What follows belongs to an exercise in optimizing a design on an open flow for small area, a short achievable clock period and few clock cycles; a production flow would make more cautious choices.
RTL that was checked went through simulation tests only; none was proved equivalent to the original.
No functional check of the RTL was part of runs 3 and 5.
Power is estimated from default activity; no workload was simulated.

==> flow/design.v <==
`timescale 1ns / 1ps
package vrt_pkg;
  localparam logic [31:0] DIST_MAX = 32'hFFFF_FFFF;
  localparam logic [1:0] AXIS_X = 2'd0;
  localparam logic [1:0] AXIS_Y = 2'd1;
  localparam logic [1:0] AXIS_Z = 2'd2;
endpackage
`timescale 1ns / 1ps
module vrt_div (
  input  logic        clk_i,
  input  logic        load_i,
  input  logic        run_i,
  input  logic [15:0] rem_i,
  input  logic [30:0] quo_i,
  input  logic [15:0] den_i,      
  input  logic        neg_i,      
  output logic [30:0] quo_o
);
  logic [15:0] rem_q, x, nxt;
  logic [16:0] sum;
  logic [30:0] quo_q;
  logic add;
  always_comb begin
    x   = {rem_q[14:0], quo_q[30]};
    add = rem_q[15] ^ neg_i;
    sum = {x, 1'b1} + {den_i ^ {16{!add}}, !add};
    nxt = sum[16:1];
  end
  always_ff @(posedge clk_i) begin
    rem_q <= load_i ? rem_i : nxt;
    if (load_i) begin
      quo_q <= quo_i;
    end else if (run_i) begin
      quo_q <= {quo_q[29:0], !nxt[15]};
    end
  end
  assign quo_o = quo_q;
endmodule
`timescale 1ns / 1ps
module voxel_ray_traversal_top #(
  parameter int MAX_STEPS        = 64,
  parameter int ORIGIN_FRAC_BITS = 8,
  parameter int DIR_FRAC_BITS    = 14
) (
  input  logic               clk_i,
  input  logic               rst_ni,
  input  logic               in_valid_i,
  output logic               in_ready_o,
  input  logic signed [23:0] origin_x_i,
  input  logic signed [23:0] origin_y_i,
  input  logic signed [23:0] origin_z_i,
  input  logic signed [15:0] dir_x_i,
  input  logic signed [15:0] dir_y_i,
  input  logic signed [15:0] dir_z_i,
  input  logic [6:0]         step_count_i,
  output logic               out_valid_o,
  input  logic               out_ready_i,
  output logic signed [15:0] voxel_x_o,
  output logic signed [15:0] voxel_y_o,
  output logic signed [15:0] voxel_z_o,
  output logic [1:0]         normal_axis_o,
  output logic               normal_negative_o,
  output logic [6:0]         step_index_o,
  output logic               last_o
);
  logic        s_idle_q, s_run_q, s_done_q, s_acc_q;
  logic [15:0] vo_q [3];          
  logic        dneg_q [3];        
  logic [4:0]  it_q [3];          
  logic [30:0] qmax [3];
  logic [30:0] qdel [3];
  logic        dzero [3];         
  logic [23:0] org_in [3];
  logic [15:0] dir_in [3];
  logic [6:0]  d_n;
  logic        take, first_step, accept, run_end, prep;
  logic        out_valid_q, w_act_q, w_first_q;
  assign org_in[0] = origin_x_i;
  assign org_in[1] = origin_y_i;
  assign org_in[2] = origin_z_i;
  assign dir_in[0] = dir_x_i;
  assign dir_in[1] = dir_y_i;
  assign dir_in[2] = dir_z_i;
  assign in_ready_o = s_acc_q || (s_done_q && !w_act_q);
  assign accept     = in_ready_o && in_valid_i;
  assign d_n        = (step_count_i > 7'(MAX_STEPS)) ? 7'(MAX_STEPS) : step_count_i;
  assign prep       = s_idle_q && (!(w_act_q && w_first_q) || !out_valid_q);
  logic [8:0]  face [3];
  logic [15:0] vinit [3];
  logic [4:0]  skip [3];
  logic [46:0] shm [3];
  logic [46:0] shd [3];
  logic        it_end [3];
  always_comb begin
    run_end = 1'b1;
    for (int a = 0; a < 3; a++) begin
      logic [7:0]  g;
      logic [14:0] dm;
      logic        c, dp, osign;
      osign    = org_in[a][23];
      dzero[a] = (dir_in[a] == 16'd0);
      dp       = !dir_in[a][15] && !dzero[a];
      g = {!org_in[a][7], org_in[a][6:0]};
      if (g == 8'd0) begin
        face[a] = (osign != dp) ? 9'd256 : 9'd0;
      end else begin
        face[a] = dp ? 9'd256 - {1'b0, g} : {1'b0, g};
      end
      c = osign ? (org_in[a][7] && (org_in[a][6:0] != 7'd0)) : org_in[a][7];
      vinit[a] = org_in[a][23:8] + 16'(c);
      dm = dir_in[a][14:0] ^ {15{dir_in[a][15]}};
      skip[a] = 5'd0;
      for (int b = 1; b < 15; b++) begin
        if (dm[b]) skip[a] = 5'(b);
      end
      shm[a] = {16'd0, face[a], 22'd0} << skip[a][3:0];
      shd[a] = {16'd0, 1'b1, 30'd0} << skip[a][3:0];
      it_end[a] = (it_q[a] <= 5'd1);
      run_end = run_end && it_end[a];
    end
  end
  always_ff @(posedge clk_i) begin
    for (int a = 0; a < 3; a++) begin
      if (prep) begin
        vo_q[a]   <= vinit[a];
        dneg_q[a] <= dir_in[a][15];
        it_q[a]   <= dzero[a] ? 5'd0 : 5'd31 - skip[a];
      end else if (it_q[a] != 5'd0) begin
        it_q[a] <= it_q[a] - 5'd1;
      end
    end
  end
  for (genvar a = 0; a < 3; a++) begin : g_div
    logic run_a;
    assign run_a = s_run_q && (it_q[a] != 5'd0);
    vrt_div u_max (
      .clk_i (clk_i),
      .load_i(prep),
      .run_i (run_a),
      .rem_i (shm[a][46:31]),
      .quo_i (shm[a][30:0]),
      .den_i (dir_in[a]),
      .neg_i (dneg_q[a]),
      .quo_o (qmax[a])
    );
    vrt_div u_del (
      .clk_i (clk_i),
      .load_i(prep),
      .run_i (run_a),
      .rem_i (shd[a][46:31]),
      .quo_i (shd[a][30:0]),
      .den_i (dir_in[a]),
      .neg_i (dneg_q[a]),
      .quo_o (qdel[a])
    );
  end
  logic [6:0]  w_cnt_q;
  logic        w_neg_q [3];
  logic [32:0] tmax_q [3];
  logic [30:0] tdel_q [3];
  logic        step, w_end, last_now;
  logic [6:0]  k_now;
  logic        lt_xy, lt_xz, lt_yz;
  logic        sel [3];
  logic [32:0] tsum [3];
  logic [32:0] tnext [3];
  logic [15:0] vbase [3];
  logic [15:0] vstay [3];
  logic [15:0] vmove [3];
  logic [15:0] vnew [3];
  logic [1:0]  ax;
  function automatic logic sat_lt(input logic [32:0] a, input logic [32:0] b);
    if (a[32]) begin
      sat_lt = 1'b0;
    end else if (b[32]) begin
      sat_lt = (a[31:0] != 32'hFFFF_FFFF);
    end else begin
      sat_lt = (a[31:0] < b[31:0]);
    end
  endfunction
  always_comb begin
    step       = w_act_q && (!out_valid_q || out_ready_i);
    first_step = step && w_first_q;
    k_now      = w_first_q ? 7'd1 : step_index_o + 7'd1;
    last_now   = (k_now == w_cnt_q);
    w_end      = step && last_now;
    take       = s_done_q && (!w_act_q || w_end);
    lt_xy  = sat_lt(tmax_q[0], tmax_q[1]);
    lt_xz  = sat_lt(tmax_q[0], tmax_q[2]);
    lt_yz  = sat_lt(tmax_q[1], tmax_q[2]);
    sel[0] = lt_xy && lt_xz;
    sel[1] = !lt_xy && lt_yz;
    sel[2] = !sel[0] && !sel[1];
    ax     = sel[0] ? vrt_pkg::AXIS_X : sel[1] ? vrt_pkg::AXIS_Y : vrt_pkg::AXIS_Z;
    vbase[0] = voxel_x_o;
    vbase[1] = voxel_y_o;
    vbase[2] = voxel_z_o;
    for (int a = 0; a < 3; a++) begin
      tsum[a]  = {1'b0, tmax_q[a][31:0]} + {2'b00, tdel_q[a]};
      tnext[a] = {tmax_q[a][32] || tsum[a][32], tsum[a][31:0]};
      vstay[a] = w_first_q ? vo_q[a] : vbase[a];
      vmove[a] = w_neg_q[a] ? vstay[a] - 16'd1 : vstay[a] + 16'd1;
      vnew[a]  = sel[a] ? vmove[a] : vstay[a];
    end
  end
  always_ff @(posedge clk_i) begin
    if (take) begin
      w_cnt_q <= d_n;
      for (int a = 0; a < 3; a++) begin
        w_neg_q[a] <= dir_in[a][15] || dzero[a];
        tmax_q[a]  <= {dzero[a], 1'b0, qmax[a]};
        tdel_q[a]  <= qdel[a];
      end
    end else if (step) begin
      for (int a = 0; a < 3; a++) begin
        if (sel[a]) tmax_q[a] <= tnext[a];
      end
    end
    if (take) begin
      w_first_q <= 1'b1;
    end else if (step) begin
      w_first_q <= 1'b0;
    end
    if (step) begin
      voxel_x_o         <= vnew[0];
      voxel_y_o         <= vnew[1];
      voxel_z_o         <= vnew[2];
      normal_axis_o     <= ax;
      normal_negative_o <= !(sel[0] ? w_neg_q[0] : sel[1] ? w_neg_q[1] : w_neg_q[2]);
      step_index_o      <= k_now;
      last_o            <= last_now;
    end
  end
  always_ff @(posedge clk_i or negedge rst_ni) begin
    if (!rst_ni) begin
      s_idle_q    <= 1'b1;
      s_run_q     <= 1'b0;
      s_done_q    <= 1'b0;
      s_acc_q     <= 1'b0;
      w_act_q     <= 1'b0;
      out_valid_q <= 1'b0;
    end else begin
      if (prep && in_valid_i) begin
        s_idle_q <= 1'b0;
        if (d_n == 7'd0) begin
          s_acc_q <= 1'b1;
        end else begin
          s_run_q <= 1'b1;
        end
      end
      if (s_run_q && run_end) begin
        s_run_q  <= 1'b0;
        s_done_q <= 1'b1;
      end
      if (take) begin
        s_done_q <= 1'b0;
      end
      if (take && !accept) begin
        s_acc_q <= 1'b1;
      end
      if (accept) begin
        s_acc_q  <= 1'b0;
        s_idle_q <= 1'b1;
      end
      if (take) begin
        w_act_q <= 1'b1;
      end else if (w_end) begin
        w_act_q <= 1'b0;
      end
      if (step) begin
        out_valid_q <= 1'b1;
      end else if (out_ready_i) begin
        out_valid_q <= 1'b0;
      end
    end
  end
  assign out_valid_o = out_valid_q;
endmodule
==> flow/constraint.sdc <==
create_clock -name core_clock -period 8.0 [get_ports {clk_i}]
set_input_delay 1.6000 -clock core_clock [delete_from_list [all_inputs] [get_ports {clk_i}]]
set_output_delay 1.6000 -clock core_clock [all_outputs]
set_load 0.01 [all_outputs]
==> flow/config.mk <==
export PLATFORM = sky130hd
export DESIGN_NAME = voxel_ray_traversal_top
export DESIGN_NICKNAME = voxel_ray_traversal_top
export VERILOG_FILES = /design/flow/design.v
export SDC_FILE = /design/flow/constraint.sdc
export NUM_CORES = 4
export LEC_CHECK = 0
export CAP_MARGIN = 20
export CORE_MARGIN = 2
export CORE_UTILIZATION = 40
export SETUP_SLACK_MARGIN = 4.8
export SLEW_MARGIN = 20
==> flow/run.sh <==
#!/bin/bash
# synth_recipe.tcl (not shown) runs the flow's synth.tcl, then flattens the netlist and writes it again
# the make line also repeats each setting of config.mk as NAME=value (left out here)
make -C /OpenROAD-flow-scripts/flow DESIGN_CONFIG=/design/flow/config.mk WORK_HOME=/design/flow/orfs CLKGATE_MAP_FILE= SYNTH_SCRIPT=/design/flow/synth_recipe.tcl finish
==> results.yml, run 1 <==
run_status:
  status: "complete, no violations"
detailed_routing:
  antenna_left: 0
  wl_per_cell_um: 21.2
  vias_per_cell: 5.64
  drt-pass1-iter-count: 6
  drc: 0
  wirelength_um: 124000
  drtIter0Drc: 2540
  via_count: 33050
sta:
  period_minus_slack_ns: 3.61
  finalHoldViolCount: 0
  fmax_ghz: 0.277
  rsz0062_at_grt: "true"
  period_share_pct: 45.1
  slew_violations: 0
  tightest_slew_ns: 1.17
  setup-tns-final_ns: 0
  setup_viol: 0
  fin_skew_ns: 0.0249
  slew_headroom_pct: 21.2
clocking:
  cts_tree: "done"
  clkTransAtPathRegs_ns: 0.06
  cts-htree-levels: 3
  cts-hold-fix-buffers: 0
  clockBufferDepth: 3
  cts_sinks: 616
  insertion_delay_ns: 0.64
  cts_root_buf: "clkbuf_16"
  numCtsBuffers: 76
worst_setup_path:
  startpoint_type: "input port"
  setup.worst_path.end: "g_div[0].u_max.rem_q[4]"
  rr_startpoint: "tmax_q[1][21]"
  r2r_cells: 15
  cp.required_ns: 8.52
  critical_path_class: "input port to register"
  crit_start: "dir_x_i[15]"
  crit_path_end_kind: "register"
  critical_path.max_fanout: 8
  r2r_setup_slack_ns: 4.47
  timing.rr.end: "tmax_q[2][10]"
  arrival_ns: 4.13
cells_and_area:
  fin_nets: 4991
  final_cells: 5861
  fin_util_pct: 56.6
  area_growth_pct: 40.5
  layout-drive-gt1-share_pct: 32.5
  diodes: 0
global_route:
  grt_pass1_wl_um: 182000
  grt_max_degree: 79
  antenna_found_initial: 0
  grt_usage_pct: 22.8
  grt_pass1_vias: 31632
  grt-ovfl-total: 0
floorplan:
  die_y_um: 318
  ios: 192
  die_area_um2: 101000
  die_w_um: 318
  rows: 115
  start_util_pct: 40.3
  core_um2: 98100
placement:
  place_hpwl_um: 76100
  port_buffers: 191
  place_congestion: 0.881
  dp_cells: 5234
yosys:
  synth_top_family_by_area: "compound AO/OA/AOI/OAI gates"
  synthCells: 3871
  synth_compound_area_share_pct: 16.0
  synth-xor-area-share_pct: 8.99
  syn_avg_cell_area_um2: 10.2
  synthTopCellsByArea: "edfxtp_1 (39%), ha_1 (11%), xnor2_1 (6.0%), dfxtp_1 (5.1%), a21oi_1 (3.1%)"
  syn_nets: 4348
  syn_area_um2: 39500
  yosys.area.top_type_share_pct: 38.8
  synth_mux_area_share_pct: 2.40
  ys_warn_count: 48
  synth_edf_count: 510
  async_flop_share_pct: 0.974
  synth-seq-cells: 616
  synth_area_leader_cell: "edfxtp_1"
  synth_simple_gate_area_share_pct: 14.2
  synthAdderAreaFrac_pct: 11.1
  synth-seq-area-share_pct: 44.2
  synthFlopType: "edfxtp_1"
  synth.distinct_cells: 101
power:
  leakage_uw: 0.0219
  power.share.combinational_pct: 58.6
  intPower_uw: 13400
  ir_drop_mv: 0.247
  seq_power_share_pct: 25.0
  swShare_pct: 39.3
  clock_power_share_pct: 16.4
  power_density_nw_per_um2: 398
  total_power_uw: 22100
  p_sw_uw: 8680
flow_run:
  max_cap_viol_count: 0
min_path:
  hold_class: "register to register"
how the worst min path moves through the flow:
stage | from | to | slack (ns) | depth (start not counted)
final | g_div[2].u_del.quo_q[27] | tdel_q[2][27] | 0.43 | 0
after global routing | g_div[1].u_del.quo_q[2] | tdel_q[1][2] | 0.44 | 0
after CTS | g_div[2].u_del.quo_q[27] | tdel_q[2][27] | 0.43 | 0
after detailed placement | g_div[1].u_del.quo_q[2] | tdel_q[1][2] | 0.42 | 0
after global placement | g_div[1].u_del.quo_q[7] | tdel_q[1][7] | 0.42 | 0
after floorplan | g_div[0].u_del.quo_q[0] | tdel_q[0][0] | 0.42 | 0
timing repair:
item	in CTS	in global routing
pin swaps	245	371
buffers inserted	276	174
gates resized for setup	875	560
endpoints found under the setup margin	825	475
gates cloned	28	11
layout make-up:
type	count	area (um2)
clock buffers	100	2080
fillers	8235	42600
well taps	1287	1610
clock inverters	38	493
repair inverters	6	65.1
flip-flops and latches	616	17500
inverters	175	838
repair buffers	693	7070
multi-input cells	2946	25900
synth_stat cells (22+ instances only):
| library cell | number |
|---|---|
| xnor2_1 | 269 |
| o21bai_1 | 30 |
| nor2b_1 | 49 |
| o22ai_1 | 58 |
| nand2_1 | 324 |
| nor2_1 | 210 |
| and2_1 | 176 |
| o21ai_1 | 43 |
| buf_2 | 22 |
| and3_1 | 28 |
| a21o_1 | 76 |
| nand3_1 | 75 |
| xor2_1 | 124 |
| nand4_1 | 64 |
| inv_1 | 171 |
| a21oi_1 | 248 |
| or3_1 | 30 |
| ha_1 | 340 |
| o21a_1 | 31 |
| a31oi_1 | 23 |
| nor3_1 | 60 |
| clkbuf_1 | 104 |
| edfxtp_1 | 510 |
| dfxtp_1 | 100 |
| mux2i_1 | 44 |
| o21ai_0 | 218 |
| mux2_2 | 45 |
| a211oi_1 | 24 |
| nand2b_1 | 49 |
| a22o_1 | 32 |
cell usage in the layout (no fill, tap or decap), drive strengths merged, types with 49 or more instances in the layout:
cell / instances
ha: 340
buf: 536
nand2b: 49
clkbuf: 119
o21ai: 263
nand3: 75
nor3: 60
o22ai: 59
clkdlybuf4s50: 73
dfxtp: 100
xnor2: 269
a21oi: 250
and2: 177
nand4: 64
nor2b: 50
edfxtp: 510
dlygate4sd2: 50
xor2: 130
nor2: 212
inv: 173
a21o: 76
nand2: 325
routing by layer:
metal	part of all wire [%]	up-vias	track usage, %
li1	-	15618	-
met1	43	16061	30.5
met2	47	1082	37.0
met3	5.7	289	3.41
met4	4.1	0	8.98
met5	0	-	0
per-stage QoR:
step / hold slack [ns] / instance area [um2] / setup slack (ns)
floorplan: 0.417 / 41300 / 3.83
global placement: 0.421 / 44000 / 2.65
detailed placement: 0.425 / 44000 / 2.54
CTS: 0.425 / 51400 / 4.54
global route: 0.442 / 55500 / 4.31
finish: 0.432 / 55500 / 4.39
flip-flops by register name, indices dropped and copies added (netlist names), 2 cells and up:
| name | cells |
|---|---|
| g_div.u_del.rem_q | 48 |
| g_div.u_max.rem_q | 48 |
| w_cnt_q | 7 |
| vo_q | 48 |
| voxel_y_o | 16 |
| voxel_z_o | 16 |
| w_neg_q | 3 |
| dneg_q | 3 |
| voxel_x_o | 16 |
| normal_axis_o | 2 |
| g_div.u_max.quo_q | 93 |
| tdel_q | 93 |
| g_div.u_del.quo_q | 93 |
| tmax_q | 99 |
| step_index_o | 7 |
| it_q | 15 |
power by group through the flow:
stage / registers, uW / clock network, uW / logic [uW]
4_1_cts: 5490 / 3680 / 11200
3_3_place_gp: 5560 / 0 / 9250
6_report: 5510 / 3630 / 13000
3_5_place_dp: 5550 / 0 / 9360
2_1_floorplan: 5320 / 0 / 7260
5_1_grt: 5600 / 3800 / 14100
worst max-delay path, stage by stage:
cell and delay (ns):
buf_16 0.12, clkinv_8 0.05, ha_4 0.11, nor4b_4 0.20, nand2_2 0.10, o41ai_4 0.39
buf_12 0.17, buf_12 0.11, nor2_4 0.03, xor2_1 0.16, mux2i_1 0.24, o41ai_1 0.14
mux2i_1 0.22, buf_4 0.18, o22ai_2 0.08, a31o_2 0.22
logic make-up (layout without fill, tap and decap cells):
logic type	Yosys count	in the layout
and+or+nand+nor	1128	1132
AOI/OAI and AO/OA	977	980
DFF	616	616
xor gates and xnor gates	399	399
adders and majority gates	346	346
buffers and inverters	316	1012
muxes	89	89
Testbench counts, summed over its fixed seeds: cycles 43,688.
==> run 2: changes to the inputs <==
--- a/flow/config.mk
+++ b/flow/config.mk
@@ -8,5 +8,5 @@
 export CAP_MARGIN = 20
 export CORE_MARGIN = 2
 export CORE_UTILIZATION = 40
-export SETUP_SLACK_MARGIN = 4.8
+export SETUP_SLACK_MARGIN = 4.5
 export SLEW_MARGIN = 20
==> run 2 against run 1 <==
Synthesized cell count did not move. Clock skew rose by 0.012 ns. Global-route usage decreased by 1.6 points. Combinational power fell by 14%. Cell area is 9.6% lower. Cell count down 4.3%. Critical endpoint is now g_div[1].u_del.quo_q[0]. Highest routed layer unchanged.
==> results.yml, run 2 <==
run_status:
  status: "complete, no violations"
sta:
  slew_headroom_pct: 38.0
  setup_viol: 0
  fmax_ghz: 0.280
  fin_skew_ns: 0.0368
  rsz0062_at_grt: "true"
  period_minus_slack_ns: 3.57
  setup-tns-final_ns: 0
  tightest_slew_ns: 0.929
  finalHoldViolCount: 0
  slew_violations: 0
  period_share_pct: 44.6
power:
  ir_drop_mv: 0.311
  leakage_uw: 0.0197
  power_density_nw_per_um2: 401
  total_power_uw: 20100
placement:
  place_congestion: 0.903
  place_hpwl_um: 74800
  dp_cells: 5235
  postPlaceCellArea_um2: 43400
  port_buffers: 191
worst_setup_path:
  critical_path_class: "input port to register"
  cp_slowest_cell: "a311oi_2"
  crit_chain: "buf_12 > xnor2_4 > ha_4 > a21o_1 > a21o_1 > a21oi_2 > o31ai_4 > a21oi_2 > nor2b_1 > o21ai_1 > nand2b_1 > a311oi_2 > xnor2_2 > nor2_2"
  startpoint_type: "input port"
  r2r_setup_slack_ns: 4.53
  critical_path.max_fanout: 3
  max_stage_delay_ns: 0.38
  arrival_ns: 3.93
  crit_path_end_kind: "register"
  cp.required_ns: 8.36
clocking:
  cts_sinks: 616
  numCtsBuffers: 73
  cts_root_buf: "clkbuf_16"
  clockBufferDepth: 3
  clkTransAtPathRegs_ns: 0.06
  cts_tree: "done"
  cts-htree-levels: 3
  cts-hold-fix-buffers: 0
  insertion_delay_ns: 0.65
yosys:
  ys_warn_count: 48
  synthFlopType: "edfxtp_1"
  synth_area_leader_cell: "edfxtp_1"
  ys_top_cells_by_count: "edfxtp_1 (510), ha_1 (340), nand2_1 (324)"
  synthCells: 3871
  syn_avg_cell_area_um2: 10.2
  synth-seq-area-share_pct: 44.2
  synth.distinct_cells: 101
  syn_area_um2: 39500
  yosys.area.top_type_share_pct: 38.8
  syn_nets: 4348
  async_flop_share_pct: 0.974
  synth-seq-cells: 616
  synthTopCellsByArea: "edfxtp_1 (39%), ha_1 (11%), xnor2_1 (6.0%), dfxtp_1 (5.1%), a21oi_1 (3.1%)"
  yosysMostFrequentCell: "edfxtp_1"
  synth_edf_count: 510
flow_run:
  max_cap_viol_count: 0
detailed_routing:
  wirelength_um: 113000
  wl_per_cell_um: 20.1
  antenna_left: 0
  vias_per_cell: 5.59
  drt-pass1-iter-count: 6
  drtIter0Drc: 2614
  via_count: 31346
  drc: 0
floorplan:
  rows: 115
  ios: 192
  die_w_um: 318
  start_util_pct: 40.3
  die_y_um: 318
  die_area_um2: 101000
  core_um2: 98100
global_route:
  grt_max_degree: 90
  grt_usage_pct: 21.2
  grt_pass1_vias: 30062
  grt_pass1_wl_um: 171000
  grt-ovfl-total: 0
  antenna_found_initial: 7
min_path:
  hold_class: "register to register"
cells_and_area:
  final_cells: 5611
  largest_register_ffs: 99
  fillers: 8881
  multi_input_area_um2: 23500
  area_growth_pct: 27.1
  final_common_cell: "edfxtp_1"
  seqCellArea_um2: 17500
  layout-drive-gt1-share_pct: 20.8
  fin_nets: 4735
  top_register: "tmax_q"
  finalInstanceArea_um2: 50200
  final_cell_mix: "edfxtp_1 (510), nand2_1 (310), ha_1 (298)"
-- run 2: critical path, delay by kind of cell --
| family | cells | cell delay, ns |
|---|---|---|
| fa+ha+maj | 1 | 0.23 |
| compound gates | 7 | 1.35 |
| simple gates | 3 | 0.26 |
| buf+inv | 1 | 0.11 |
| xor+xnor | 2 | 0.38 |
-- run 2: metal layers --
layer | GRT usage, % | part of all wire (%) | up-vias | wire, um
met5 | 0 | 0 | - | 0
met4 | 5.67 | 2.8 | 0 | 3100
met1 | 29.4 | 46 | 15300 | 51800
met3 | 2.83 | 4.6 | 182 | 5150
met2 | 34.7 | 47 | 792 | 52500
li1 | - | - | 15072 | -
-- run 2: report_power, final --
group	internal (uW)	total [uW]	switching, uW
logic	5260	11200	5910
clock network	2060	3480	1420
registers	4870	5480	613
total	12200	20100	7940
-- run 2: stage by stage --
step	setup slack, ns	hold WS [ns]	util [%]
after floorplan	3.83	0.417	-
after global placement	2.57	0.420	44.2
after detailed placement	2.42	0.424	44.2
after CTS	4.48	0.415	48.8
after global routing	4.34	0.440	51.2
final	4.43	0.424	51.2
-- run 2: path summary, 6_finish.rpt --
check,to,start,cells past startpoint
min in group asynchronous,out_valid_q,rst_ni,1
setup / recovery,g_div[1].u_del.quo_q[0],dir_y_i[6],14
hold reg to reg,tdel_q[2][8],g_div[2].u_del.quo_q[8],0
setup reg to reg,g_div[1].u_del.quo_q[0],dneg_q[1],15
hold / removal,tdel_q[2][8],g_div[2].u_del.quo_q[8],0
max in group asynchronous,s_idle_q,rst_ni,1
-- run 2: cell type report --
cell class | count | area share [%]
Timing Repair inverter | 5 | 0.105
Timing Repair Buffer | 444 | 8.54
Antenna cell | 5 | 0.0249
Inverter | 175 | 1.52
Tap cell | 1287 | 3.21
Clock buffer | 88 | 3.85
Multi-Input combinational cell | 2943 | 46.9
Clock inverter | 48 | 1.07
Sequential cell | 616 | 34.8
-- run 2: logic make-up (layout without fill, tap and decap cells) --
kind of cell	count (synthesis)	count (layout)	synth area share (%)
and+or+nand+nor	1128	1131	14.2
buffers and inverters	316	760	3.08
adders and majority gates	346	346	11.1
AOI/OAI and AO/OA	977	978	16.0
DFF	616	616	44.2
xor gates and xnor gates	399	399	8.99
other	0	5	0
muxes	89	89	2.40
-- run 2: repair_timing --
| action | in CTS | in global routing |
|---|---|---|
| setup endpoints to repair | 699 | 528 |
| buffers inserted | 103 | 112 |
| cloned | 16 | 4 |
| resized for setup | 415 | 357 |
| pin swaps | 89 | 180 |
| hold endpoints to repair | 0 | 0 |
==> run 3: changes to the inputs <==
--- a/flow/design.v
+++ b/flow/design.v
@@ -109,12 +109,17 @@
       c = osign ? (org_in[a][7] && (org_in[a][6:0] != 7'd0)) : org_in[a][7];
       vinit[a] = org_in[a][23:8] + 16'(c);
       dm = dir_in[a][14:0] ^ {15{dir_in[a][15]}};
-      skip[a] = 5'd0;
-      for (int b = 1; b < 15; b++) begin
-        if (dm[b]) skip[a] = 5'(b);
-      end
-      shm[a] = {16'd0, face[a], 22'd0} << skip[a][3:0];
-      shd[a] = {16'd0, 1'b1, 30'd0} << skip[a][3:0];
+      if (dm[14:12] != 3'd0) begin
+        skip[a] = 5'd12;
+      end else if (dm[11:8] != 4'd0) begin
+        skip[a] = 5'd8;
+      end else if (dm[7:4] != 4'd0) begin
+        skip[a] = 5'd4;
+      end else begin
+        skip[a] = 5'd0;
+      end
+      shm[a] = {16'd0, face[a], 22'd0} << {skip[a][3:2], 2'b00};
+      shd[a] = {16'd0, 1'b1, 30'd0} << {skip[a][3:2], 2'b00};
       it_end[a] = (it_q[a] <= 5'd1);
       run_end = run_end && it_end[a];
     end
==> run 3 against run 2 <==
First-iteration DRC count shrank 23%. Critical path type unchanged. Core utilization shrank 2.3 points. Via count shrank 5.8%. Flip-flop and latch count is the same. Fmax grew 1.5%. Routed wire length shrank 7.6%. Hold slack gained 0.013 ns. Still clean. Synthesized area shrank 2.0%. Setup slack gained 0.052 ns. Power shrank 21%. Cell count shrank 4.4%. Clock skew shrank 0.0087 ns.
==> results.yml, run 3 <==
run_status:
  status: "complete, no violations"
global_route:
  grt_use_met1_pct: 28.7
  grt_pass1_wl_um: 159000
  grt_use_met2_pct: 31.9
  antenna_found_initial: 1
  grt_usage_pct: 20.3
  grt-ovfl-total: 0
  grt_pass1_vias: 28423
  grt_max_degree: 102
  met3_usage_pct: 2.84
  busiest_layer: "met2"
min_path:
  hold_path.startpoint: "g_div[0].u_del.quo_q[23]"
  hold-path-endpoint: "tdel_q[0][23]"
  hold_class: "register to register"
  holdPathStages: 0
power:
  swShare_pct: 36.5
  power_density_nw_per_um2: 340
  power.share.combinational_pct: 47.5
  leakage_uw: 0.0187
  seq_power_share_pct: 31.5
  ir_drop_mv: 0.339
  p_sw_uw: 5840
  clock_power_share_pct: 21.0
  intPower_uw: 10100
sta:
  fmax_ghz: 0.284
  setup_viol: 0
  period_share_pct: 44.0
  rsz0062_at_grt: "true"
  fin_skew_ns: 0.0281
  hold_slack_ns: 0.437
  slew_headroom_pct: 29.8
  period_minus_slack_ns: 3.52
  slew_violations: 0
  tightest_slew_ns: 1.05
  setup-tns-final_ns: 0
  finalHoldViolCount: 0
yosys:
  yosysMostFrequentCell: "edfxtp_1"
  syn_avg_cell_area_um2: 10.4
  synth.distinct_cells: 97
  synthFlopType: "edfxtp_1"
  synth_area_leader_cell: "edfxtp_1"
  synthCells: 3729
  synth-seq-area-share_pct: 45.1
  ys_top_cells_by_count: "edfxtp_1 (510), ha_1 (340), nand2_1 (285)"
  syn_area_um2: 38700
  synth-seq-cells: 616
  ys_warn_count: 48
  yosys.area.top_type_share_pct: 39.6
  synthTopCellsByArea: "edfxtp_1 (40%), ha_1 (11%), xnor2_1 (5.5%), dfxtp_1 (5.2%), xor2_1 (2.9%)"
  synth_edf_count: 510
  syn_nets: 4206
  async_flop_share_pct: 0.974
detailed_routing:
  drt-pass1-iter-count: 7
  wl_per_cell_um: 19.4
  drc: 0
  antenna_left: 0
  wirelength_um: 104000
  via_count: 29541
  vias_per_cell: 5.51
  drtIter0Drc: 2003
worst_setup_path:
  arrival_ns: 4.03
  cp_slowest_cell: "clkdlybuf4s50_1"
  r2r_cells: 11
  crit_path_end_kind: "register"
  cp.buffers_inverters: 3
  timing.rr.end: "voxel_y_o[15]"
  critical_path.max_fanout: 65
  r2r_setup_slack_ns: 4.49
  crit_chain: "clkdlybuf4s50_1 > nand2b_1 > nand2_1 > inv_2 > buf_12 > nand3_2 > o41a_1 > mux2_1"
  startpoint_type: "input port"
  critical_path_class: "input port to register"
  cp.required_ns: 8.51
  rr_startpoint: "tmax_q[1][11]"
  max_stage_delay_ns: 0.44
  worst_path_dominant_cell_family: "buffers and inverters"
clocking:
  clkTransAtPathRegs_ns: 0.06
  numCtsBuffers: 73
  cts_tree: "done"
  clockBufferDepth: 3
  cts_sinks: 616
  cts_root_buf: "clkbuf_16"
  insertion_delay_ns: 0.63
  cts-htree-levels: 3
  cts-hold-fix-buffers: 0
floorplan:
  die_w_um: 315
  die_y_um: 315
  core_um2: 96300
  die_area_um2: 99300
  start_util_pct: 40.2
  rows: 114
  ios: 192
cells_and_area:
  fin_nets: 4509
  final_cell_mix: "edfxtp_1 (510), ha_1 (312), nand2_1 (274)"
  final_common_cell: "edfxtp_1"
  layout-drive-gt1-share_pct: 14.5
  area_growth_pct: 21.5
  top_register: "tmax_q"
  fin_util_pct: 48.8
  largest_register_ffs: 99
placement:
  place_hpwl_um: 71500
  place_congestion: 0.889
  port_buffers: 191
flow_run:
  max_cap_viol_count: 0
[run 3: cell count changes after synthesis, sizes merged, moves of 21 or more]
cell,delta
o22ai,-21
nand2,-37
a21oi,-39
nand4,-25
clkbuf,-43
xnor2,-28
o21ai,-30
nor2,+53
[run 3: metrics by stage]
| stage | area, um2 | setup slack, ns | cells | total power [uW] |
|---|---|---|---|---|
| floorplan | 39100 | 3.52 | 3729 | 10400 |
| global route | 47000 | 4.35 | 5363 | 17100 |
| detailed placement | 42400 | 2.96 | 5119 | 11900 |
| finish | 47000 | 4.48 | 5364 | 16000 |
| CTS | 45700 | 4.41 | 5292 | 15500 |
| global placement | 42400 | 3.00 | 5119 | 11800 |
[run 3: cell type report]
| class | instances | area, um2 |
|---|---|---|
| flip-flops and latches | 616 | 17500 |
| inverters | 163 | 631 |
| clock buffers | 89 | 1930 |
| multi-input cells | 2860 | 21800 |
| well taps | 1276 | 1600 |
| clock inverters | 41 | 430 |
| repair buffers | 318 | 3160 |
| fillers | 8825 | 49300 |
| diodes | 1 | 2.50 |
[run 3: routing by layer]
layer  part of all wire [%]  vias up
met1                     47    14185
met5                      0        -
met2                     45      795
li1                       -    14387
met4                    3.0        0
met3                    4.9      174
[run 3: how the worst max path moves through the flow]
stage / from / to / slack (ns) / cells past startpoint
2_1_floorplan: w_first_q / g_div[0].u_del.quo_q[0] / 3.52 / 7
3_3_place_gp: out_ready_i / tmax_q[1][24] / 3.00 / 8
3_5_place_dp: out_ready_i / tmax_q[1][24] / 2.96 / 8
4_1_cts: w_first_q / g_div[2].u_del.quo_q[7] / 4.41 / 6
5_1_grt: out_ready_i / tmax_q[0][31] / 4.35 / 8
6_report: out_ready_i / tmax_q[0][31] / 4.48 / 8
[run 3: repair_timing]
item / 4_1_cts / 5_1_grt
gates resized for setup: 207 / 172
cloned: 7 / 6
pin swaps: 41 / 80
endpoints found under the setup margin: 635 / 391
buffers inserted: 36 / 65
[run 3: power by group through the flow]
| stage | Combinational (uW) | Sequential, uW | Clock, uW |
|---|---|---|---|
| 2_1_floorplan | 5550 | 4880 | 0 |
| 3_3_place_gp | 6720 | 5100 | 0 |
| 3_5_place_dp | 6790 | 5090 | 0 |
| 4_1_cts | 7080 | 5040 | 3430 |
| 5_1_grt | 8470 | 5120 | 3550 |
| 6_report | 7590 | 5030 | 3350 |
[run 3: kinds of logic after synthesis]
logic type	synth area share [%]
mux	2.43
flops	45.1
compound gates	14.9
xor+xnor	8.70
buf+inv	2.65
fa+ha+maj	11.3
simple gates	14.9
==> run 4: changes to the inputs <==
--- a/flow/design.v
+++ b/flow/design.v
@@ -173,6 +173,7 @@
   logic [15:0] vstay [3];
   logic [15:0] vmove [3];
   logic [15:0] vnew [3];
+  logic        t_en [3];
   logic [1:0]  ax;
   function automatic logic sat_lt(input logic [32:0] a, input logic [32:0] b);
     if (a[32]) begin
@@ -206,6 +207,7 @@
       vstay[a] = w_first_q ? vo_q[a] : vbase[a];
       vmove[a] = w_neg_q[a] ? vstay[a] - 16'd1 : vstay[a] + 16'd1;
       vnew[a]  = sel[a] ? vmove[a] : vstay[a];
+      t_en[a]  = take || (step && sel[a]);
     end
   end
   always_ff @(posedge clk_i) begin
@@ -213,13 +215,11 @@
       w_cnt_q <= d_n;
       for (int a = 0; a < 3; a++) begin
         w_neg_q[a] <= dir_in[a][15] || dzero[a];
-        tmax_q[a]  <= {dzero[a], 1'b0, qmax[a]};
         tdel_q[a]  <= qdel[a];
       end
-    end else if (step) begin
-      for (int a = 0; a < 3; a++) begin
-        if (sel[a]) tmax_q[a] <= tnext[a];
-      end
+    end
+    for (int a = 0; a < 3; a++) begin
+      if (t_en[a]) tmax_q[a] <= take ? {dzero[a], 1'b0, qmax[a]} : tnext[a];
     end
     if (take) begin
       w_first_q <= 1'b1;
--- a/flow/config.mk
+++ b/flow/config.mk
@@ -8,5 +8,8 @@
 export CAP_MARGIN = 20
 export CORE_MARGIN = 2
 export CORE_UTILIZATION = 40
+export CTS_BUF_LIST = sky130_fd_sc_hd__clkbuf_16
+export CTS_CLUSTER_DIAMETER = 60
+export CTS_CLUSTER_SIZE = 20
 export SETUP_SLACK_MARGIN = 4.5
 export SLEW_MARGIN = 20
==> run 4 against run 3 <==
Routed wire length is 1.2% lower. Synthesized area is 0.91% lower. Register-to-register slack better by 0.07 ns. Count of clock-buffer cells in the layout is 28 lower. Setup slack better by 0.043 ns. Die area is 0.89% lower. Still clean. Sequential power is 8.2% higher. Highest routed layer is now met5. Cell count is 1.4% lower.
==> results.yml, run 4 <==
floorplan:
  die_y_um: 314
  ios: 192
  core_um2: 95000
  rows: 113
  start_util_pct: 40.4
  die_w_um: 314
  die_area_um2: 98400
cells_and_area:
  fillers: 8757
  final_common_cell: "edfxtp_1"
  final_cell_mix: "edfxtp_1 (513), ha_1 (323), nand2_1 (283)"
  finalInstanceArea_um2: 45900
  top_register: "tmax_q"
  largest_register_ffs: 99
  layout-drive-gt1-share_pct: 12.0
  fin_nets: 4450
  seqCellArea_um2: 17500
  area_growth_pct: 19.7
  multi_input_area_um2: 21000
  diodes: 0
  fin_util_pct: 48.3
sta:
  slew_headroom_pct: 27.5
  rsz0062_at_grt: "true"
  finalHoldViolCount: 0
  tightest_slew_ns: 1.09
  period_minus_slack_ns: 3.48
  fin_skew_ns: 0.0350
  fmax_ghz: 0.288
  setup_viol: 0
  slew_violations: 0
  setup-tns-final_ns: 0
  period_share_pct: 43.4
yosys:
  synthFlopType: "edfxtp_1"
  synthTopCellsByArea: "edfxtp_1 (40%), ha_1 (11%), xnor2_1 (6.1%), dfxtp_1 (5.1%), a21oi_1 (3.2%)"
  synth.distinct_cells: 83
  yosys.area.top_type_share_pct: 40.2
  syn_area_um2: 38400
  synth_edf_count: 513
  ys_warn_count: 50
  syn_nets: 4187
  yosysMostFrequentCell: "edfxtp_1"
  synth-seq-area-share_pct: 45.6
  async_flop_share_pct: 0.974
  ys_top_cells_by_count: "edfxtp_1 (513), ha_1 (340), nand2_1 (288)"
  syn_avg_cell_area_um2: 10.3
  synth_area_leader_cell: "edfxtp_1"
  synth-seq-cells: 616
  synthCells: 3710
clocking:
  insertion_delay_ns: 0.69
  cts-hold-fix-buffers: 0
  cts_sinks: 616
  numCtsBuffers: 60
  clkTransAtPathRegs_ns: 0.08
  cts-htree-levels: 2
  cts_tree: "done"
  clockBufferDepth: 3
  cts_root_buf: "clkbuf_16"
worst_setup_path:
  crit_path_end_kind: "register"
  critical_path_class: "input port to register"
  r2r_cells: 14
  startpoint_type: "input port"
  timing.rr.end: "voxel_z_o[12]"
  cp.required_ns: 8.43
  cp_slowest_cell: "nor4_2"
  critical_path.max_fanout: 5
  max_stage_delay_ns: 0.42
  crit_chain: "clkdlybuf4s15_1 > nor4_2 > nand2_1 > nor2_1 > a21boi_1 > buf_4 > ha_2 > ha_2 > nand3_1 > or2_2 > nor2_1 > xor2_1"
  rr_startpoint: "tmax_q[1][21]"
  arrival_ns: 3.91
  r2r_setup_slack_ns: 4.56
global_route:
  grt_pass1_vias: 27724
  grt_usage_pct: 20.2
  grt_pass1_wl_um: 158000
  grt_max_degree: 96
  grt-ovfl-total: 0
  antenna_found_initial: 2
flow_run:
  max_cap_viol_count: 0
power:
  total_power_uw: 17100
  swShare_pct: 39.2
  leakage_uw: 0.0185
  ir_drop_mv: 0.285
  intPower_uw: 10400
  p_sw_uw: 6690
  power_density_nw_per_um2: 372
  clock_power_share_pct: 18.5
  seq_power_share_pct: 31.9
  power.share.combinational_pct: 49.7
detailed_routing:
  route.met2.wl_um: 48500
  drtIter0Drc: 2043
  wl_met1_um: 47500
  via_count: 28654
  wirelength_um: 103000
  drc: 0
  vias_per_cell: 5.42
  wl_met3_um: 4590
  wl_per_cell_um: 19.4
  drt-pass1-iter-count: 5
  highest_layer: "met5"
  antenna_left: 0
min_path:
  holdPathStages: 0
  hold-path-endpoint: "tdel_q[2][1]"
  hold_path.startpoint: "g_div[2].u_del.quo_q[1]"
  hold_class: "register to register"
run_status:
  status: "complete, no violations"
placement:
  place_congestion: 0.888
  place_hpwl_um: 71300
  port_buffers: 191
  postPlaceCellArea_um2: 41900
run 4: what timing repair did:
item                       CTS  global route
gates resized for setup     99           179
setup endpoints to repair  623           290
cloned                       9             3
buffers inserted            23            46
pin swaps                   10            52
run 4: stage by stage:
stage,instances,setup slack (ns),hold slack (ns)
after floorplan,3710,4.18,0.417
after global placement,5095,3.09,0.420
after detailed placement,5095,2.93,0.424
after CTS,5240,4.49,0.430
after global routing,5289,4.37,0.441
final,5289,4.52,0.435
run 4: layout make-up:
class,instances,share of cell area (%)
multi-input combinational,2820,45.7
inverter,184,1.56
sequential,616,38.1
tap,1265,3.45
clock inverter,52,1.43
timing repair inverter,2,0.0436
clock buffer,61,3.32
timing repair buffer,289,6.37
run 4: worst max path at each step:
stage	cells past startpoint	start	slack, ns	end
3_3_place_gp	9	out_ready_i	3.09	tmax_q[0][29]
2_1_floorplan	10	dir_z_i[3]	4.18	g_div[2].u_max.quo_q[0]
6_report	12	origin_y_i[2]	4.52	vo_q[1][12]
5_1_grt	13	w_first_q	4.37	voxel_y_o[15]
4_1_cts	12	step_index_o[1]	4.49	tmax_q[2][32]
3_5_place_dp	9	out_ready_i	2.93	tmax_q[2][32]
run 4: kinds of logic (layout without fill, tap and decap cells):
kind of cell,Yosys count,in the layout,synth area share (%)
DFF,616,616,45.6
AOI/OAI and AO/OA,857,860,14.3
muxes,94,94,2.67
and+or+nand+nor,1145,1147,14.6
adders and majority gates,346,346,11.4
xor gates and xnor gates,373,373,8.63
buffers and inverters,279,588,2.78
run 4: routing by layer:
layer  up-vias  track usage, %
li1      14142               -
met1     13726            27.9
met2       657            33.9
met3       127            2.36
met4         2            5.18
met5         -               0
run 4: power by group through the flow:
stage / Combinational (uW) / Clock (uW) / Sequential [uW]
floorplan: 6150 / 0 / 5270
global placement: 7790 / 0 / 5510
detailed placement: 7870 / 0 / 5500
CTS: 8080 / 3240 / 5450
global route: 9520 / 3340 / 5550
finish: 8490 / 3160 / 5440
run 4: worst max-delay path, delay by kind of cell:
kind / cells / cell delay [ns]
AND/OR/NAND/NOR: 6 / 1.08
adder cells (fa/ha/maj): 2 / 0.40
buffers and inverters: 2 / 0.59
XOR/XNOR: 1 / 0.14
AO/OA/AOI/OAI: 1 / 0.09
Testbench counts of run 4, summed over its fixed seeds: cycles 44,325.
==> run 5: changes to the inputs <==
--- a/flow/design.v
+++ b/flow/design.v
@@ -215,7 +215,11 @@
       w_cnt_q <= d_n;
       for (int a = 0; a < 3; a++) begin
         w_neg_q[a] <= dir_in[a][15] || dzero[a];
-        tdel_q[a]  <= qdel[a];
+      end
+    end
+    if (s_done_q && (!w_act_q || last_now)) begin
+      for (int a = 0; a < 3; a++) begin
+        tdel_q[a] <= qdel[a];
       end
     end
     for (int a = 0; a < 3; a++) begin
--- a/flow/config.mk
+++ b/flow/config.mk
@@ -8,8 +8,8 @@
 export CAP_MARGIN = 20
 export CORE_MARGIN = 2
 export CORE_UTILIZATION = 40
-export CTS_BUF_LIST = sky130_fd_sc_hd__clkbuf_16
-export CTS_CLUSTER_DIAMETER = 60
-export CTS_CLUSTER_SIZE = 20
+export CTS_BUF_LIST = sky130_fd_sc_hd__clkbuf_8
+export CTS_CLUSTER_DIAMETER = 50
+export CTS_CLUSTER_SIZE = 14
 export SETUP_SLACK_MARGIN = 4.5
 export SLEW_MARGIN = 20
==> run 5 against run 4 <==
Highest routed layer unchanged. Non-clock buffer count decreased by 8. Flip-flop and latch count unchanged. Hold slack got worse by 0.021 ns. Still clean. Synthesized cell count increased by 0.46%. First-iteration DRC count decreased by 6.1%. Cell count increased by 1.1%. Fmax decreased by 1.9%. Setup slack got worse by 0.067 ns. Clock power decreased by about 10%. Synthesized area increased by 0.63%. Cell area decreased by 1.1%. Critical endpoint is now in_ready_o. Routed wire length decreased by 2.5%.
==> results.yml, run 5 <==
detailed_routing:
  wirelength_um: 100000
  drc: 0
  wl_per_cell_um: 18.7
  drtIter0Drc: 1918
  drt-pass1-iter-count: 5
  vias_per_cell: 5.39
  antenna_left: 0
  via_count: 28839
global_route:
  grt_pass1_wl_um: 154000
  grt_pass1_vias: 27696
  grt_usage_pct: 19.6
  grt-ovfl-total: 0
  antenna_found_initial: 7
  grt_max_degree: 103
yosys:
  synth-seq-area-share_pct: 45.3
  syn_nets: 4204
  synth.distinct_cells: 98
  yosysMostFrequentCell: "edfxtp_1"
  synthCells: 3727
  synthTopCellsByArea: "edfxtp_1 (40%), ha_1 (11%), xnor2_1 (5.8%), dfxtp_1 (5.0%), a21oi_1 (3.5%)"
  synth-seq-cells: 616
  syn_area_um2: 38600
  syn_avg_cell_area_um2: 10.4
  ys_warn_count: 50
  ys_top_cells_by_count: "edfxtp_1 (513), ha_1 (340), nand2_1 (304)"
  yosys.area.top_type_share_pct: 39.9
  synth_area_leader_cell: "edfxtp_1"
  synth_edf_count: 513
  synthFlopType: "edfxtp_1"
  async_flop_share_pct: 0.974
clocking:
  clkTransAtPathRegs_ns: 0.09
  numCtsBuffers: 84
  cts-htree-levels: 3
  cts_tree: "done"
  cts-hold-fix-buffers: 0
  cts_sinks: 616
  cts_root_buf: "clkbuf_8"
  clockBufferDepth: 3
  insertion_delay_ns: 0.71
worst_setup_path:
  startpoint_type: "register"
  cp.buffers_inverters: 1
  cp_slowest_cell: "dfrtp_1"
  r2r_cells: 11
  worst_path_dominant_cell_family: "flip-flops"
  critical_path_class: "register to output pin"
  crit_chain: "a21o_1 > dlygate4sd2_1"
  crit_cells: 2
  cp.required_ns: 6.40
  critical_path.max_fanout: 5
  r2r_setup_slack_ns: 4.48
  arrival_ns: 1.94
  max_stage_delay_ns: 0.66
  crit_path_end_kind: "output pin"
cells_and_area:
  seqCellArea_um2: 17500
  multi_input_area_um2: 21000
  top_register: "tmax_q"
  largest_register_ffs: 99
  layout-drive-gt1-share_pct: 12.6
  fillers: 9000
  final_cell_mix: "edfxtp_1 (513), ha_1 (326), nand2_1 (300)"
  fin_nets: 4481
  finalInstanceArea_um2: 45400
  final_common_cell: "edfxtp_1"
  final_cells: 5346
  area_growth_pct: 17.7
sta:
  fmax_ghz: 0.282
  slew_violations: 0
  rsz0062_at_grt: "true"
  period_minus_slack_ns: 3.54
  setup-tns-final_ns: 0
  setup_viol: 0
  finalHoldViolCount: 0
  slew_headroom_pct: 31.4
  tightest_slew_ns: 1.03
  period_share_pct: 44.3
  fin_skew_ns: 0.0385
power:
  leakage_uw: 0.0182
  power.share.combinational_pct: 47.0
  seq_power_share_pct: 34.5
  swShare_pct: 39.0
  clock_power_share_pct: 18.5
  p_sw_uw: 5970
  power_density_nw_per_um2: 337
  intPower_uw: 9350
  ir_drop_mv: 0.294
floorplan:
  ios: 192
  rows: 113
  die_area_um2: 99000
  die_w_um: 315
  core_um2: 95300
  start_util_pct: 40.5
  die_y_um: 315
placement:
  dp_cells: 5111
  port_buffers: 191
  place_hpwl_um: 71000
  postPlaceCellArea_um2: 42200
  place_congestion: 0.869
run_status:
  status: "complete, no violations"
min_path:
  hold_class: "register to register"
  holdPathStages: 0
flow_run:
  max_cap_viol_count: 0
-- run 5: final timing paths --
check,startpoint,end
max reg2reg,tdel_q[1][0],tmax_q[1][32]
min reg2reg,g_div[0].u_del.quo_q[13],tdel_q[0][13]
min,g_div[0].u_del.quo_q[13],tdel_q[0][13]
max in group asynchronous,rst_ni,s_idle_q
min in group asynchronous,rst_ni,s_acc_q
max,s_done_q,in_ready_o
-- run 5: power by group through the flow --
stage / clock (uW) / sequential [uW] / combinational (uW)
3_3_place_gp: 0 / 5340 / 6840
4_1_cts: 2910 / 5280 / 7040
3_5_place_dp: 0 / 5330 / 6920
2_1_floorplan: 0 / 5110 / 5460
6_report: 2830 / 5280 / 7210
5_1_grt: 3030 / 5380 / 8060
-- run 5: layer usage --
metal	global-route usage [%]	part of all wire, %	vias up
met3	2.65	4.2	172
met2	31.9	46	590
met4	6.82	3.2	2
li1	-	-	14257
met5	0	0.013	-
met1	26.8	46	13818
-- run 5: metrics by stage --
stage	setup slack, ns	total power, uW	utilization [%]	hold slack [ns]
after CTS	4.34	15200	46.9	0.411
after global placement	3.21	12200	44.2	0.420
final	4.46	15300	47.7	0.414
after floorplan	4.11	10600	-	0.417
after detailed placement	3.17	12200	44.2	0.424
after global routing	4.33	16500	47.7	0.433
-- run 5: kinds of logic (layout without fill, tap and decap cells) --
group                    count (synthesis)  in the layout  share of synthesized area (%)
XOR/XNOR                               392            392                           9.05
adder cells (fa/ha/maj)                346            346                           11.3
AO/OA/AOI/OAI                          879            880                           14.5
AND/OR/NAND/NOR                       1162           1163                           14.9
multiplexers                            79             80                           2.24
other                                    0              6                              0
flip-flops                             616            616                           45.3
buffers and inverters                  253            598                           2.65
-- run 5: what timing repair did --
item                       4_1_cts  5_1_grt
pin swaps                       18       36
setup endpoints to repair      538      349
buffers inserted                28       38
cloned                           4        2
resized for setup              122      106
-- run 5: area by class of cell --
cell class | instances | share of cell area (%)
Multi-Input combinational cell | 2861 | 46.3
Sequential cell | 616 | 38.5
Timing Repair Buffer | 281 | 5.90
Tap cell | 1265 | 3.48
Clock buffer | 88 | 2.67
Clock inverter | 69 | 1.68
Inverter | 158 | 1.41
Timing Repair inverter | 2 | 0.0358
Antenna cell | 6 | 0.0331
==> run 6: changes to the inputs <==
--- a/flow/design.v
+++ b/flow/design.v
@@ -215,11 +215,7 @@
       w_cnt_q <= d_n;
       for (int a = 0; a < 3; a++) begin
         w_neg_q[a] <= dir_in[a][15] || dzero[a];
-      end
-    end
-    if (s_done_q && (!w_act_q || last_now)) begin
-      for (int a = 0; a < 3; a++) begin
-        tdel_q[a] <= qdel[a];
+        tdel_q[a]  <= qdel[a];
       end
     end
     for (int a = 0; a < 3; a++) begin
==> run 6 against run 5 <==
Still clean. Combinational power increased by 16%. Synthesized area decreased by 0.63%. Non-clock buffer count increased by 2. Global-route usage increased by 0.68 points. Sequential power increased by 3%. Setup slack improved by 0.10 ns. First-iteration DRC count increased by 9.5%. Synthesized cell count decreased by 0.46%. Critical path depth increased by 8. Hold slack improved by 0.024 ns.
==> results.yml, run 6 <==
yosys:
  synthCells: 3710
  syn_avg_cell_area_um2: 10.3
  ys_warn_count: 50
  synth-seq-cells: 616
  yosys.area.top_type_share_pct: 40.2
  yosysMostFrequentCell: "edfxtp_1"
  synth-seq-area-share_pct: 45.6
  ys_top_cells_by_count: "edfxtp_1 (513), ha_1 (340), nand2_1 (288)"
  synth.distinct_cells: 83
  async_flop_share_pct: 0.974
  synth_area_leader_cell: "edfxtp_1"
  syn_nets: 4187
  synthFlopType: "edfxtp_1"
  synth_edf_count: 513
  syn_area_um2: 38400
  synthTopCellsByArea: "edfxtp_1 (40%), ha_1 (11%), xnor2_1 (6.1%), dfxtp_1 (5.1%), a21oi_1 (3.2%)"
cells_and_area:
  area_growth_pct: 18.5
  final_cell_mix: "edfxtp_1 (513), ha_1 (326), nand2_1 (282)"
  top_register: "tmax_q"
  layout-drive-gt1-share_pct: 12.6
  seqCellArea_um2: 17500
  final_cells: 5337
  multi_input_area_um2: 20900
  fillers: 8812
  fin_nets: 4471
  final_common_cell: "edfxtp_1"
  largest_register_ffs: 99
detailed_routing:
  wirelength_um: 103000
  vias_per_cell: 5.39
  drt-pass1-iter-count: 5
  drtIter0Drc: 2101
  via_count: 28775
  wl_per_cell_um: 19.2
  drc: 0
  antenna_left: 0
flow_run:
  max_cap_viol_count: 0
worst_setup_path:
  max_stage_delay_ns: 0.62
  critical_path_class: "input port to register"
  crit_chain: "clkdlybuf4s50_1 > or4_1 > nor2_2 > a31oi_2 > inv_2 > buf_4 > nor2_1 > xnor2_2 > mux2_2 > o21ai_0"
  cp_slowest_cell: "or4_1"
  cp.required_ns: 8.59
  startpoint_type: "input port"
  arrival_ns: 4.03
  r2r_setup_slack_ns: 4.57
  critical_path.max_fanout: 6
  crit_path_end_kind: "register"
sta:
  setup_viol: 0
  setup-tns-final_ns: 0
  tightest_slew_ns: 1.04
  rsz0062_at_grt: "true"
  finalHoldViolCount: 0
  hold_slack_ns: 0.438
  slew_headroom_pct: 30.5
  fmax_ghz: 0.291
  period_minus_slack_ns: 3.44
  period_share_pct: 43.0
  fin_skew_ns: 0.0620
  slew_violations: 0
clocking:
  numCtsBuffers: 88
  clkTransAtPathRegs_ns: 0.09
  cts_tree: "done"
  cts-htree-levels: 3
  cts_sinks: 616
  cts-hold-fix-buffers: 0
  clockBufferDepth: 3
  cts_root_buf: "clkbuf_8"
  insertion_delay_ns: 0.75
power:
  ir_drop_mv: 0.291
  power_density_nw_per_um2: 366
  total_power_uw: 16600
  leakage_uw: 0.0183
global_route:
  grt_max_degree: 96
  busiest_layer: "met2"
  grt_usage_pct: 20.3
  grt-ovfl-total: 0
  antenna_found_initial: 3
  grt_use_met2_pct: 33.3
  grt_pass1_wl_um: 158000
  grt_pass1_vias: 27910
  met3_usage_pct: 2.76
  grt_use_met1_pct: 27.8
placement:
  place_hpwl_um: 71300
  place_congestion: 0.888
  dp_cells: 5095
  port_buffers: 191
min_path:
  hold_class: "register to register"
floorplan:
  ios: 192
  die_y_um: 314
  die_w_um: 314
  rows: 113
  die_area_um2: 98400
  start_util_pct: 40.4
  core_um2: 95000
run_status:
  status: "complete, no violations"
[run 6: changes by cell type in the layout (fill, tap and decap cells not counted), sizes merged, moves of 12 or more]
cell / change
o211ai: +12
clkdlybuf4s50: +25
xor2: -28
inv: +35
dlygate4sd2: -27
a21oi: -20
nand2: -17
o21ai: -30
[run 6: logic make-up (layout without fill, tap and decap cells)]
group	after synthesis	count (layout)	synth area share, %
buffers and inverters	279	635	2.78
multiplexers	94	94	2.67
adder cells (fa/ha/maj)	346	346	11.4
other	0	2	0
XOR/XNOR	373	373	8.63
flip-flops	616	616	45.6
AND/OR/NAND/NOR	1145	1147	14.6
AO/OA/AOI/OAI	857	859	14.3
[run 6: timing repair]
action                                 CTS  global route
pin swaps                                7            34
gates resized for setup                 77           148
cloned                                   8             3
setup endpoints to repair              587           333
endpoints found under the hold margin    0             0
buffers inserted                        23            40
[run 6: worst paths after layout]
| path | from | end | cells past startpoint |
|---|---|---|---|
| min reg2reg | g_div[0].u_del.quo_q[25] | tdel_q[0][25] | 0 |
| max in group asynchronous | rst_ni | s_idle_q | 1 |
| max | dir_y_i[7] | g_div[1].u_max.quo_q[28] | 10 |
| max reg2reg | tmax_q[1][1] | voxel_z_o[6] | 12 |
| min in group asynchronous | rst_ni | w_act_q | 1 |
| min | g_div[0].u_del.quo_q[25] | tdel_q[0][25] | 0 |
[run 6: power breakdown]
part / total [uW] / internal (uW) / leakage (uW) / switching [uW]
Clock: 2790 / 1290 / 0.000970 / 1500
Sequential: 5440 / 4860 / 0.00617 / 586
Combinational: 8390 / 3830 / 0.0111 / 4560
[run 6: metrics by stage]
stage	utilization (%)	worst slack (ns)	instance area (um2)
2_1_floorplan	-	4.18	38600
3_3_place_gp	44.1	3.09	41900
3_5_place_dp	44.1	2.93	41900
4_1_cts	46.8	4.48	44500
5_1_grt	47.8	4.39	45400
6_report	47.8	4.56	45400
[run 6: worst max-delay path, delay by kind of cell]
kind                   cells  cell delay, ns
buffers and inverters      3            0.82
multiplexers               1            0.29
AND/OR/NAND/NOR            3            0.81
XOR/XNOR                   1            0.15
AO/OA/AOI/OAI              2            0.36
[run 6: routing by layer]
layer	vias to the layer above	routed length, um
met1	13722	47000
li1	14192	-
met5	-	0
met3	148	5170
met2	713	47600
met4	0	2880
[run 6: cell type report]
| cell class | count | area share [%] |
|---|---|---|
| well taps | 1265 | 3.48 |
| flip-flops and latches | 616 | 38.5 |
| repair inverters | 2 | 0.0441 |
| multi-input cells | 2819 | 45.9 |
| repair buffers | 283 | 6.18 |
| inverters | 184 | 1.57 |
| clock buffers | 91 | 2.76 |
| diodes | 2 | 0.0110 |
| clock inverters | 75 | 1.52 |
Testbench counts of run 6, summed over its fixed seeds: cycles 44,325.
==> run 7: changes to the inputs <==
--- a/flow/config.mk
+++ b/flow/config.mk
@@ -7,9 +7,9 @@
 export LEC_CHECK = 0
 export CAP_MARGIN = 20
 export CORE_MARGIN = 2
-export CORE_UTILIZATION = 40
+export CORE_UTILIZATION = 55
 export CTS_BUF_LIST = sky130_fd_sc_hd__clkbuf_8
 export CTS_CLUSTER_DIAMETER = 50
 export CTS_CLUSTER_SIZE = 14
-export SETUP_SLACK_MARGIN = 4.5
+export SETUP_SLACK_MARGIN = 4.65
 export SLEW_MARGIN = 20
==> run 7 against run 6 <==
Still clean on timing, DRC and antenna. Fmax rose by 2.0%. Die area decreased by 27%. Clock power decreased by 4%. Via count grew 3.8%. Critical path depth up 1. Cell count down 5.8%. Non-clock buffer count is 35 higher. Combinational power up 6.1%. First-iteration DRC count rose by 4.2%. Core utilization grew 19 points. Critical path type unchanged.
==> results.yml, run 7 <==
run_status:
  status: "complete, no violations"
cells_and_area:
  finalInstanceArea_um2: 45800
  final_cell_mix: "edfxtp_1 (513), ha_1 (316), nand2_1 (283)"
  largest_register_ffs: 99
  fillers: 5382
  area_growth_pct: 19.5
  fin_util_pct: 66.6
  final_common_cell: "edfxtp_1"
  fin_nets: 4502
  layout-drive-gt1-share_pct: 14.6
  top_register: "tmax_q"
clocking:
  cts_sinks: 616
  cts-htree-levels: 3
  clkTransAtPathRegs_ns: 0.08
  insertion_delay_ns: 0.72
  cts-hold-fix-buffers: 0
  cts_root_buf: "clkbuf_8"
  clockBufferDepth: 3
  numCtsBuffers: 82
  cts_tree: "done"
yosys:
  synthCells: 3710
  ys_warn_count: 50
  syn_area_um2: 38400
  async_flop_share_pct: 0.974
  synth_edf_count: 513
  synthFlopType: "edfxtp_1"
  synth_area_leader_cell: "edfxtp_1"
  syn_nets: 4187
  syn_avg_cell_area_um2: 10.3
  ys_top_cells_by_count: "edfxtp_1 (513), ha_1 (340), nand2_1 (288)"
  yosysMostFrequentCell: "edfxtp_1"
  synth.distinct_cells: 83
  yosys.area.top_type_share_pct: 40.2
  synth-seq-area-share_pct: 45.6
  synthTopCellsByArea: "edfxtp_1 (40%), ha_1 (11%), xnor2_1 (6.1%), dfxtp_1 (5.1%), a21oi_1 (3.2%)"
  synth-seq-cells: 616
global_route:
  grt_pass1_vias: 29476
  grt-ovfl-total: 0
  grt_max_degree: 111
  grt_pass1_wl_um: 160000
  antenna_found_initial: 6
  grt_usage_pct: 28.3
sta:
  tightest_slew_ns: 0.970
  fmax_ghz: 0.297
  period_minus_slack_ns: 3.37
  rsz0062_at_grt: "true"
  finalHoldViolCount: 0
  hold_slack_ns: 0.429
  slew_violations: 0
  fin_skew_ns: 0.0417
  setup-tns-final_ns: 0
  period_share_pct: 42.1
  setup_viol: 0
  slew_headroom_pct: 35.4
worst_setup_path:
  critical_path_class: "input port to register"
  critical_path.max_fanout: 3
  cp.required_ns: 8.54
  startpoint_type: "input port"
  arrival_ns: 3.91
  crit_path_end_kind: "register"
power:
  intPower_uw: 10200
  p_sw_uw: 6850
  seq_power_share_pct: 32.1
  leakage_uw: 0.0186
  ir_drop_mv: 0.397
  power_density_nw_per_um2: 372
  power.share.combinational_pct: 52.1
  swShare_pct: 40.2
  clock_power_share_pct: 15.7
  total_power_uw: 17100
detailed_routing:
  wl_per_cell_um: 21.0
  via_count: 29874
  drc: 0
  drtIter0Drc: 2189
  vias_per_cell: 5.94
  drt-pass1-iter-count: 6
  wirelength_um: 106000
  antenna_left: 0
floorplan:
  die_y_um: 268
  start_util_pct: 55.7
  ios: 192
  die_w_um: 268
  die_area_um2: 71900
  rows: 96
  core_um2: 68800
placement:
  postPlaceCellArea_um2: 41700
  place_hpwl_um: 72600
  port_buffers: 191
  place_congestion: 0.921
min_path:
  hold_class: "register to register"
flow_run:
  max_cap_viol_count: 0
-- run 7: cell counts after synthesis --
No cell type changed its count.
-- run 7: cell families (layout without fill, tap and decap cells) --
logic type / count (synthesis) / count (layout) / share of synthesized area [%]
compound gates: 857 / 859 / 14.3
simple gates: 1145 / 1148 / 14.6
buf+inv: 279 / 657 / 2.78
mux: 94 / 94 / 2.67
other cells: 0 / 5 / 0
xor+xnor: 373 / 373 / 8.63
fa+ha+maj: 346 / 346 / 11.4
flops: 616 / 616 / 45.6
-- run 7: stage by stage --
| step | setup slack, ns | std cells |
|---|---|---|
| after floorplan | 4.18 | 3710 |
| after global placement | 2.73 | 4757 |
| after detailed placement | 2.68 | 4757 |
| after CTS | 4.62 | 4957 |
| after global routing | 4.54 | 5029 |
| final | 4.63 | 5029 |
-- run 7: area by class of cell --
class                   instances  area (um2)  area share (%)
diodes                          5        12.5          0.0273
clock buffers                  87        1200            2.61
clock inverters                65         627            1.37
inverters                     184         726            1.58
multi-input cells            2820       21300            46.6
flip-flops and latches        616       17500            38.2
well taps                     931        1160            2.54
repair buffers                318        3220            7.02
repair inverters                3        36.3          0.0792
-- run 7: power groups by stage --
stage	combinational, uW	clock (uW)	sequential [uW]
after floorplan	6300	0	5270
after CTS	8410	2740	5480
after global routing	9820	2860	5580
after detailed placement	8080	0	5520
final	8900	2690	5480
after global placement	7800	0	5510
-- run 7: what timing repair did --
action	4_1_cts	5_1_grt
endpoints found under the setup margin	649	376
pin swaps	32	62
gates cloned	10	5
setup buffers	38	62
resized for setup	179	174
-- run 7: path summary, 6_finish.rpt --
kind,end,from,cells past startpoint,slack [ns]
worst max-delay path,g_div[2].u_max.quo_q[0],dir_z_i[4],11,4.63
worst min-delay path,tdel_q[1][8],g_div[1].u_del.quo_q[8],0,0.43
worst max register to register,tmax_q[2][26],tmax_q[0][26],13,4.65
worst min register to register,tdel_q[1][8],g_div[1].u_del.quo_q[8],0,0.43
max in group asynchronous,s_idle_q,rst_ni,1,6.60
min in group asynchronous,s_run_q,rst_ni,1,1.13
-- run 7: per-layer routing --
layer  GRT usage, %  vias to the layer above  part of all wire, %
met1           37.8                    14512                   43
li1               -                    14237                    -
met3           3.97                      207                  5.8
met4           9.95                        0                  3.4
met5              0                        -                    0
met2           47.4                      918                   48
-- run 7: worst max-delay path: stages --
cell and delay, ns:
buf_8 0.10, xnor2_2 0.12, ha_2 0.18, or4_4 0.55, a21oi_4 0.14, o21ai_2 0.08, a31o_1 0.22, a31oi_4 0.20
o21ai_2 0.09, o41ai_2 0.37, mux2i_1 0.26

==> re-timing with driven ports <==
No port has a modelled driver above. Below, the same layouts with a new extraction and two added sets of constraints.
Step 1 sets driving cells, clkbuf_16 on the clock port and buf_2 on the other inputs (assumed; they add their load-dependent delay and slew).
Step 2, shift: input delay + t, output delay - t, t = (earliest + latest rising clock arrival at the registers) / 2. This alone moves slack from input paths to output paths.
Slacks: no drivers / after step 1 / after step 2; pairs: no drivers / after step 1.
run	shift t [ns]	setup slack, ns	worst setup path at the end
run 1	0.702	4.389 / 4.402 / 3.700	input to register
run 2	0.701	4.430 / 4.456 / 3.755	input to register
run 3	0.694	4.482 / 4.468 / 3.775	input to register
run 4	0.741	4.524 / 4.528 / 3.824	input to register
run 5	0.752	4.457 / 4.395 / 3.776	input to register
run 6	0.783	4.561 / 4.501 / 3.822	input to register
run 7	0.766	4.629 / 4.625 / 3.885	input to register
After both steps every run listed still meets setup and hold. For run 7, which loses most, drivers alone change the setup slack by -0.004 ns; drivers and shift together by -0.744 ns.
